Background: an optimization exercise with open tools, aiming at small area, a short achievable clock period and few clock cycles. Do not read the settings as production practice.
Only simulation tests tie the RTL to the original design; equivalence was not proved.
Power is estimated from default activity; no workload was simulated.

Setup of v4:
// shell_top
module shell_top (
    input  logic        aclk,
    input  logic        aresetn,
    input  logic        req_valid_i,
    input  logic [56:0] req_i,
    output logic        req_ready_o,
    output logic        rsp_valid_o,
    output logic [33:0] rsp_o,
    input  logic        rsp_ready_i,
    output logic [15:0] irq_o,
    output logic        finish_o
);
    logic [19:0] addr;
    logic        wr;
    logic [31:0] wdata;
    logic [3:0]  wstrb;
    logic [3:0]  idx;
    assign addr  = req_i[56:37];
    assign wr    = req_i[36];
    assign wdata = req_i[35:4];
    assign wstrb = req_i[3:0];
    assign idx   = addr[5:2];
    localparam logic [31:0] HARD0 = 32'h0000_FFFF;   
    localparam logic [31:0] HARD1 = 32'h0000_0001;   
    logic        rsp_valid_q;
    logic        rsp_idle_q;     
    logic        rsp_free;       
    logic [33:0] rsp_q;
    logic        decouple_q;
    logic [31:0] blocked_cnt_q;
    logic        blocked_inc_q;
    logic [31:0] blocked_cnt;    
  ...
For scale: about 1600 cells after synthesis, roughly 600 flip-flops, ~110 I/O pins.
clock: 5.0 ns
lec_check: 0
cap_margin: 20
core_margin: 2
core_utilization: 40
place_density: 0.6
setup_slack_margin: 2.75
slew_margin: 20
standard.sh (not shown) runs the stock make flow with config.mk's settings and CLKGATE_MAP_FILE= SYNTH_SCRIPT=/design/flow/synth_recipe.tcl, a recipe that flattens the netlist after the stock synthesis.
==> flow/flow/run.sh <==
#!/bin/bash
# The standard layout, with plain buffers (not delay cells) on the ports
# and no dummy loads in the clock tree.
set -euo pipefail
export BUFFER_PORTS_ARGS="-buffer_cell sky130_fd_sc_hd__buf_2"
export CTS_ARGS="-sink_clustering_enable -repair_clock_nets -dont_use_dummy_load"
bash standard.sh > standard.log 2>&1
Testbench counts of v4, summed over its fixed seeds: cycles 2,408.
### v4 -> v46
# v4
export LEC_CHECK = 0
export CAP_MARGIN = 20
export CORE_MARGIN = 2
export CORE_UTILIZATION = 40
export PLACE_DENSITY = 0.6
export SETUP_SLACK_MARGIN = 2.75
export SLEW_MARGIN = 20
create_clock -name core_clock -period 5.0 [get_ports {aclk}]
# v46
export LEC_CHECK = 0
export CAP_MARGIN = 20
export CORE_MARGIN = 2
export CORE_UTILIZATION = 40
export PLACE_DENSITY = 0.6
export SETUP_SLACK_MARGIN = 2.5
export SLEW_MARGIN = 20
create_clock -name core_clock -period 5.0 [get_ports {aclk}]
--- a/flow/flow/run.sh
+++ b/flow/flow/run.sh
@@ -3 +3 @@
-# and no dummy loads in the clock tree.
+# and a clock tree of smaller buffers without dummy loads.
@@ -6 +6,2 @@
-export CTS_ARGS="-sink_clustering_enable -repair_clock_nets -dont_use_dummy_load"
+export CTS_ARGS="-sink_clustering_enable -repair_clock_nets -dont_use_dummy_load -buf_list {sky130_fd_sc_hd__clkbuf_8} -sink_clustering_size 16 -sink_clustering_max_diameter 60"
+export REMOVE_ABC_BUFFERS=1
==> results.txt <==
Final weighted congestion in routability-driven placement across v4 and v46: no real change.
Multi-input combinational cell area | v46 below v4
v46 ended up with req_i[55] as its origin of the worst setup path; v4 ended up with rsp_ready_i.
v46 against v4: power in sequential cells about even, cell area after layout has decreased.
Input-level comparison between v57 and v46:
--- a/flow/flow/run.sh
+++ b/flow/flow/run.sh
@@ -7 +6,0 @@
-export REMOVE_ABC_BUFFERS=1
Results
- Combinational power share was lower in v46 than in v57.
- In v57, the number of vias in the routed layout came out 255 below the value in v46.
- Summary of v57 over v46: routing usage on met2 has decreased; average routed wire per standard cell has remained practically unchanged.
The following lists how v5 was set up differently from v57:
# v57
export LEC_CHECK = 0
export CAP_MARGIN = 20
export CORE_MARGIN = 2
export CORE_UTILIZATION = 40
export PLACE_DENSITY = 0.6
export SETUP_SLACK_MARGIN = 2.5
export SLEW_MARGIN = 20
create_clock -name core_clock -period 5.0 [get_ports {aclk}]
# v5
export LEC_CHECK = 0
export CAP_MARGIN = 20
export CORE_MARGIN = 2
export CORE_UTILIZATION = 55
export PLACE_DENSITY = 0.75
export SETUP_SLACK_MARGIN = 2.5
export SLEW_MARGIN = 20
create_clock -name core_clock -period 5.0 [get_ports {aclk}]
- Leakage power figure: v57 vs v5, no meaningful difference
- From v5 to v57, netlist area before placement did not move at all.
- Comparing v57 and v5, final antenna diode count is higher on v5.
- Summary: with v57 as the reference, number of design-rule violations left by the first detailed-router iteration in v5 moved up by more than 10%.
- Sort v57 and v5 by endpoint arrival time on the critical path desc -> top: v57
- When v5 is set beside v57, its wire length on met3 turns out to be 30% larger.
### v5 -> v36
# v5
export LEC_CHECK = 0
export CAP_MARGIN = 20
export CORE_MARGIN = 2
export CORE_UTILIZATION = 55
export PLACE_DENSITY = 0.75
export SETUP_SLACK_MARGIN = 2.5
export SLEW_MARGIN = 20
create_clock -name core_clock -period 5.0 [get_ports {aclk}]
# v36
export LEC_CHECK = 0
export CAP_MARGIN = 20
export CORE_MARGIN = 2
export CORE_UTILIZATION = 40
export PLACE_DENSITY = 0.6
export SETUP_SLACK_MARGIN = 2.5
export SLEW_MARGIN = 20
create_clock -name core_clock -period 5.0 [get_ports {aclk}]
--- a/flow/flow/run.sh
+++ b/flow/flow/run.sh
@@ -5 +5 @@
-export BUFFER_PORTS_ARGS="-buffer_cell sky130_fd_sc_hd__buf_2"
+export BUFFER_PORTS_ARGS="-buffer_cell sky130_fd_sc_hd__buf_1"
## What came out
- In summary, v36 completed successfully, with a layout that passed the timing, DRC and antenna checks.
- Looking at wire length, v36 sits above v5.
- Final cell count of v36 exceeds that of v5 by a little under 10%.
- Between v5 and v36, post-cts resize count increased.
- Between v5 and v36, area of the multi-input gates is lower for v5, v36 comes in above that.
Setup changes, v36 to v14
==> flow/flow/run.sh <==
#!/bin/bash
# The standard layout, with plain buffers (not delay cells) on the ports
# and a clock tree of smaller buffers without dummy loads.
set -euo pipefail
export BUFFER_PORTS_ARGS="-buffer_cell sky130_fd_sc_hd__buf_2"
export CTS_ARGS="-sink_clustering_enable -repair_clock_nets -dont_use_dummy_load -buf_list {sky130_fd_sc_hd__clkbuf_4 sky130_fd_sc_hd__clkbuf_8}"
bash standard.sh > standard.log 2>&1
Relative to v36, critical path depth has decreased by 2 in v14. Diff v36 -> v14: power saw an increase, clock power saw an increase, setup slack saw a decrease.

---

run 1:
Another version of the RTL of shell_top (not shown whole).
Size in the first run: ~1400 cells after synthesis, roughly 600 flip-flops, roughly 110 I/O pins, ~0.023 mm^2 of cells after synthesis.
clock: 5.0 ns
lec_check: 0
cap_margin: 20
core_margin: 2
core_utilization: 40
place_density: 0.6
setup_slack_margin: 2.5
slew_margin: 20
synth_hierarchical: 1
synth_minimum_keep_size: 0
==> flow/flow/run.sh <==
#!/bin/bash
# The standard layout, with plain buffers (not delay cells) on the ports
# and a clock tree of smaller buffers without dummy loads.
set -euo pipefail
export BUFFER_PORTS_ARGS="-buffer_cell sky130_fd_sc_hd__buf_2"
export CTS_ARGS="-sink_clustering_enable -repair_clock_nets -dont_use_dummy_load -buf_list {sky130_fd_sc_hd__clkbuf_8} -sink_clustering_size 16 -sink_clustering_max_diameter 60"
export REMOVE_ABC_BUFFERS=1
bash standard.sh > standard.log 2>&1
Run 1 ended with every stage complete and zero timing, DRC or antenna violations.
Testbench counts of run 1, summed over its fixed seeds: cycles 2,408.
What run 2 does differently from run 1 at the input level:
# run 1
export LEC_CHECK = 0
export CAP_MARGIN = 20
export CORE_MARGIN = 2
export CORE_UTILIZATION = 40
export PLACE_DENSITY = 0.6
export SETUP_SLACK_MARGIN = 2.5
export SLEW_MARGIN = 20
export SYNTH_HIERARCHICAL = 1
export SYNTH_MINIMUM_KEEP_SIZE = 0
create_clock -name core_clock -period 5.0 [get_ports {aclk}]
# run 2
export LEC_CHECK = 0
export CAP_MARGIN = 20
export CORE_MARGIN = 2
export CORE_UTILIZATION = 40
export PLACE_DENSITY = 0.6
export SETUP_SLACK_MARGIN = 2.4
export SLEW_MARGIN = 20
export SYNTH_HIERARCHICAL = 1
export SYNTH_MINIMUM_KEEP_SIZE = 0
create_clock -name core_clock -period 5.0 [get_ports {aclk}]
-- flow/flow/run.sh --
<<< run 1, line 7
export REMOVE_ABC_BUFFERS=1
>>> run 2, line 7
Results
- Run 2 against run 1: switching portion of total power has remained practically unchanged; synthesis-to-finish area growth now sits lower; design internal power held; critical path required time was more or less identical.
- The flow did not stop early for run 2: all stages ran, and the layout cleared the timing, DRC and antenna checks.
Here is what was changed in the inputs of run 3 compared with run 2.
# run 2
export LEC_CHECK = 0
export CAP_MARGIN = 20
export CORE_MARGIN = 2
export CORE_UTILIZATION = 40
export PLACE_DENSITY = 0.6
export SETUP_SLACK_MARGIN = 2.4
export SLEW_MARGIN = 20
export SYNTH_HIERARCHICAL = 1
export SYNTH_MINIMUM_KEEP_SIZE = 0
create_clock -name core_clock -period 5.0 [get_ports {aclk}]
# run 3
export LEC_CHECK = 0
export CAP_MARGIN = 20
export CORE_MARGIN = 2
export CORE_UTILIZATION = 40
export PLACE_DENSITY = 0.6
export SETUP_SLACK_MARGIN = 2.5
export SLEW_MARGIN = 20
export SYNTH_HIERARCHICAL = 1
export SYNTH_MINIMUM_KEEP_SIZE = 0
create_clock -name core_clock -period 5.0 [get_ports {aclk}]
==> results.txt <==
Max design area across run 2 and run 3: run 3. Total power after layout ended up 120 uW higher on run 3 than on run 2. The lower worst slack after detailed placement came out of run 3. Number of buffers added for setup after CTS: run 3 vs run 2 up 17. Summary of run 3 over run 2: post-route non-filler standard cell count has increased, maximum fanout along the worst path grew by 8. Changes observed in run 3 relative to run 2: wire length of the first global-routing pass went up, global routing usage on met2 went up, footprint of the multi-input gates went up, clock network area share did not really move.
Input-level comparison between run 4 and run 3:
# run 3
export LEC_CHECK = 0
export CAP_MARGIN = 20
export CORE_MARGIN = 2
export CORE_UTILIZATION = 40
export PLACE_DENSITY = 0.6
export SETUP_SLACK_MARGIN = 2.5
export SLEW_MARGIN = 20
export SYNTH_HIERARCHICAL = 1
export SYNTH_MINIMUM_KEEP_SIZE = 0
create_clock -name core_clock -period 5.0 [get_ports {aclk}]
# run 4
export LEC_CHECK = 0
export CAP_MARGIN = 20
export CORE_MARGIN = 2
export CORE_UTILIZATION = 40
export PLACE_DENSITY = 0.6
export SETUP_SLACK_MARGIN = 2.65
export SLEW_MARGIN = 20
export SYNTH_HIERARCHICAL = 1
export SYNTH_MINIMUM_KEEP_SIZE = 0
create_clock -name core_clock -period 5.0 [get_ports {aclk}]
[summary]
- Run 4: PASS, flow complete, no timing, DRC or antenna violations
- The final reports for run 4 and run 3 show final area higher in the former.
- Compared with run 3, run 4 shows a global-route track usage on met1 that is 0.24 points lower.
- Against run 3, run 4 comes in 4 lower on biggest fanout along the worst timing path.
- Run 3 has lower logic gate share of total power than run 4.
- Compared to run 3, the router laid down more metal wire for run 4.
- Sort run 4 and run 3 by net count of the finished layout, descending, and run 4 comes first.
- Between run 3 and run 4, the flow reports number of non-clock buffers in the layout increasing by more than a quarter.
- Run 4 and run 3 ended up with roughly the same power.
- The setup slack of run 4 is smaller than that of run 3.
- Run 4 against run 3: internal power consumption essentially unchanged; number of fill cells in the layout decreased 111.

---

## orange
The RTL this note starts from:
==> flow/design.v <==
`default_nettype none
package shell_pkg;
    localparam int ADDR_W     = 20;
    localparam int DATA_W     = 32;
    localparam int STRB_W     = DATA_W / 8;
    localparam int N_IRQ      = 16;
    localparam int MGMT_OFS_W = 16;
    localparam logic [ADDR_W-1:0] REGION0_BASE = 20'h0_0000;
    localparam logic [ADDR_W-1:0] REGION0_MASK = 20'hC_0000;
    localparam logic [ADDR_W-1:0] REGION1_BASE = 20'h4_0000;
    localparam logic [ADDR_W-1:0] REGION1_MASK = 20'hF_0000;
    localparam logic [ADDR_W-1:0] REGION2_BASE = 20'h5_0000;
    localparam logic [ADDR_W-1:0] REGION2_MASK = 20'hF_0000;
    localparam logic [MGMT_OFS_W-1:0] FW_CTRL_OFS    = 16'h0000;
    localparam logic [MGMT_OFS_W-1:0] FW_BLOCKED_OFS = 16'h0004;
    localparam int EMU_NREGS      = 16;
    localparam int EMU_IRQ_IDX    = 0;
    localparam int EMU_FINISH_IDX = 1;
    typedef enum logic [1:0] {
        RESP_OKAY   = 2'd0,
        RESP_SLVERR = 2'd2,
        RESP_DECERR = 2'd3
    } axil_resp_e;
    typedef enum logic [1:0] {
        REG_EMU,
        REG_CLKGEN,
        REG_MGMT,
        REG_NONE
    } region_e;
    typedef enum logic [1:0] {
        ST_IDLE,
        ST_REQ,
        ST_WAIT,
        ST_RESP
    } xact_state_e;
    typedef struct packed {
        logic [ADDR_W-1:0] addr;
        logic              write;
        logic [DATA_W-1:0] wdata;
        logic [STRB_W-1:0] wstrb;
    } axil_req_t;
    typedef struct packed {
        logic [DATA_W-1:0] rdata;
        axil_resp_e        resp;
    } axil_rsp_t;
endpackage
`default_nettype wire
`default_nettype none
module shell_top (
    input  logic        aclk,
    input  logic        aresetn,
    input  logic        req_valid_i,
    input  logic [56:0] req_i,
    output logic        req_ready_o,
    output logic        rsp_valid_o,
    output logic [33:0] rsp_o,
    input  logic        rsp_ready_i,
    output logic [15:0] irq_o,
    output logic        finish_o
);
    logic [19:0] addr;
    logic        wr;
    logic [31:0] wdata;
    logic [3:0]  wstrb;
    logic [3:0]  idx;
    assign addr  = req_i[56:37];
    assign wr    = req_i[36];
    assign wdata = req_i[35:4];
    assign wstrb = req_i[3:0];
    assign idx   = addr[5:2];
    localparam logic [31:0] HARD0 = 32'h0000_FFFF;   
    localparam logic [31:0] HARD1 = 32'h0000_0001;   
    logic        rsp_valid_q;
    logic        rsp_idle_q;     
    logic        rsp_free;       
    logic [33:0] rsp_q;
    logic        decouple_q;
    logic [31:0] blocked_cnt_q;
    logic        blocked_inc_q;
    logic [31:0] blocked_cnt;    
    logic [15:0] vld_q;
    logic [31:0] dat_q [16];
    logic        accept;
    logic        in_emu, in_mgmt, ofs_ctrl, ofs_blk;
    logic        emu_ok, emu_blk;
    logic [15:0] row;            
    logic [31:0] rdata;
    logic [1:0]  resp;
    assign in_emu   = (addr[19:18] == 2'b00);
    assign in_mgmt  = (addr[19:16] == 4'h5);
    assign ofs_ctrl = in_mgmt && (addr[15:0] == 16'h0000);
    assign ofs_blk  = in_mgmt && (addr[15:0] == 16'h0004);
    assign emu_ok   = in_emu && !decouple_q;
    assign emu_blk  = in_emu && decouple_q;
    for (genvar i = 0; i < 16; i++) begin : g_row
        assign row[i] = emu_ok && (idx == i);
    end
    assign req_ready_o = rsp_idle_q || rsp_ready_i;
    assign rsp_free    = !rsp_valid_q || rsp_ready_i;
    assign accept      = req_valid_i && rsp_free;
    assign rsp_valid_o = rsp_valid_q;
    assign rsp_o       = rsp_q;
    always_comb begin
        rdata = {31'b0, ofs_ctrl && decouple_q} | ({32{ofs_blk}} & blocked_cnt);
        for (int i = 0; i < 16; i++) begin
            for (int k = 0; k < 32; k++) begin
                if ((i == 0 && HARD0[k]) || (i == 1 && HARD1[k]))
                    rdata[k] = rdata[k] | (row[i] && dat_q[i][k]);
                else
                    rdata[k] = rdata[k] | (row[i] && vld_q[i] && dat_q[i][k]);
            end
        end
    end
    assign resp[1] = !(emu_ok || ofs_ctrl || ofs_blk);
    assign resp[0] = !(in_emu || in_mgmt);
    always_ff @(posedge aclk or negedge aresetn) begin
        if (!aresetn) begin
            rsp_valid_q <= 1'b0;
            rsp_idle_q  <= 1'b1;
        end else if (rsp_free) begin
            rsp_valid_q <= req_valid_i;
            rsp_idle_q  <= !req_valid_i;
        end
    end
    always_ff @(posedge aclk) begin
        if (rsp_free)
            rsp_q <= {rdata, resp};
    end
    assign blocked_cnt = blocked_cnt_q + {31'b0, blocked_inc_q};
    always_ff @(posedge aclk or negedge aresetn) begin
        if (!aresetn) begin
            decouple_q    <= 1'b0;
            blocked_inc_q <= 1'b0;
            blocked_cnt_q <= '0;
        end else begin
            if (accept && ofs_ctrl && wr && wstrb[0])
                decouple_q <= wdata[0];
            blocked_inc_q <= accept && emu_blk;
            blocked_cnt_q <= blocked_cnt;
        end
    end
    logic [31:0] wmask;
    logic [31:0] wval;
    logic [15:0] wrow;
    for (genvar b = 0; b < 4; b++) begin : g_mask
        assign wmask[8*b +: 8] = {8{wstrb[b]}};
    end
    assign wval = wdata & wmask;
    assign wrow = row & {16{accept && wr}};
    always_ff @(posedge aclk or negedge aresetn) begin
        if (!aresetn)
            vld_q <= '0;
        else
            vld_q <= vld_q | wrow;
    end
    for (genvar i = 0; i < 16; i++) begin : g_reg
        for (genvar k = 0; k < 32; k++) begin : g_bit
            if ((i == 0 && HARD0[k]) || (i == 1 && HARD1[k])) begin : g_hard
                always_ff @(posedge aclk or negedge aresetn) begin
                    if (!aresetn)
                        dat_q[i][k] <= 1'b0;
                    else if (wrow[i] && wstrb[k/8])
                        dat_q[i][k] <= wdata[k];
                end
            end else begin : g_soft
                always_ff @(posedge aclk) begin
                    if (wrow[i] && (wstrb[k/8] || !vld_q[i]))
                        dat_q[i][k] <= wval[k];
                end
            end
        end
    end
    assign irq_o    = dat_q[0][15:0];
    assign finish_o = dat_q[1][0];
endmodule
`default_nettype wire
clock: 5.0 ns
lec_check: 0
cap_margin: 20
core_margin: 2
core_utilization: 40
place_density: 0.6
setup_slack_margin: 2.1
slew_margin: 20
==> flow/flow/run.sh <==
#!/bin/bash
# The standard layout, with plain buffers (not delay cells) on the ports
# and no dummy loads in the clock tree.
set -euo pipefail
export BUFFER_PORTS_ARGS="-buffer_cell sky130_fd_sc_hd__buf_2"
export CTS_ARGS="-sink_clustering_enable -repair_clock_nets -dont_use_dummy_load"
bash standard.sh > standard.log 2>&1
Testbench counts of orange, summed over its fixed seeds: cycles 2,408.
Changes in blue relative to orange:
- changing SETUP_SLACK_MARGIN from 2.1 to 2.5
==> comparison <==
- Every stage of the flow completed for blue, and the final layout passed the timing, DRC and antenna checks.
- Looking at capturing element of the worst setup path, the rsp_q[6]$_DFFE_PN_ result is from blue; the rsp_q[30]$_DFFE_PN_ one comes from orange.
- blue against orange; number of global-route vias before repair is up slightly.
- orange → blue: combined flip-flop and latch cell area roughly the same; portion of the clock cycle consumed by the worst path in the final layout went down.
- The non-clock buffer count in blue is 1.13 times that in orange.
- Between blue and orange, placed wire-length estimate is higher for blue, orange comes in under that.
- [compare] base=orange new=blue: area added between synthesis and finish went up by 6.9 points, routed wire length +2.1 mm, core utilization increased by 2.8 points relative to the old numbers, number of buffers inserted during clock tree synthesis saw an increase.

afterwards: timing with drivers on the ports:
No port has a modelled driver above. Below, the same layouts with a new extraction and two added sets of constraints. Step 1 sets driving cells, clkbuf_16 on the clock port and buf_2 on the other inputs (assumed; they add their load-dependent delay and slew). Step 2 moves the port delays by t, midway between the first and last clock arrival at a register: inputs arrive t later, outputs are due t later. That takes back most of the time a late clock gives input paths. Slacks: ideal ports / drivers / drivers and shift; pairs: ideal ports / drivers.
run	t, ns	setup WS [ns]	slew at the worst register clock pin (ns)
v4	0.683	2.566 / 2.273 / 1.590	0.06 / 0.06
v46	0.689	2.411 / 2.309 / 1.621	0.11 / 0.11
v57	0.717	2.463 / 2.463 / 1.749	0.11 / 0.11
v5	0.683	2.440 / 2.373 / 1.690	0.11 / 0.11
v36	0.724	2.421 / 2.429 / 1.705	0.11 / 0.11
v14	0.746	2.410 / 2.410 / 1.738	0.06 / 0.06
run 1	0.684	2.353 / 2.383 / 1.699	0.11 / 0.11
run 2	0.709	2.286 / 2.323 / 1.614	0.11 / 0.11
run 3	0.686	2.414 / 2.449 / 1.763	0.10 / 0.10
run 4	0.690	2.405 / 2.426 / 1.737	0.10 / 0.10
orange	0.677	1.998 / 2.041 / 1.364	0.06 / 0.06
blue	0.649	2.469 / 2.293 / 1.644	0.06 / 0.06
After both steps every run listed still meets setup and hold. The setup slack of v4, which loses most, moves by -0.293 ns with the drivers and by -0.976 ns with both steps.
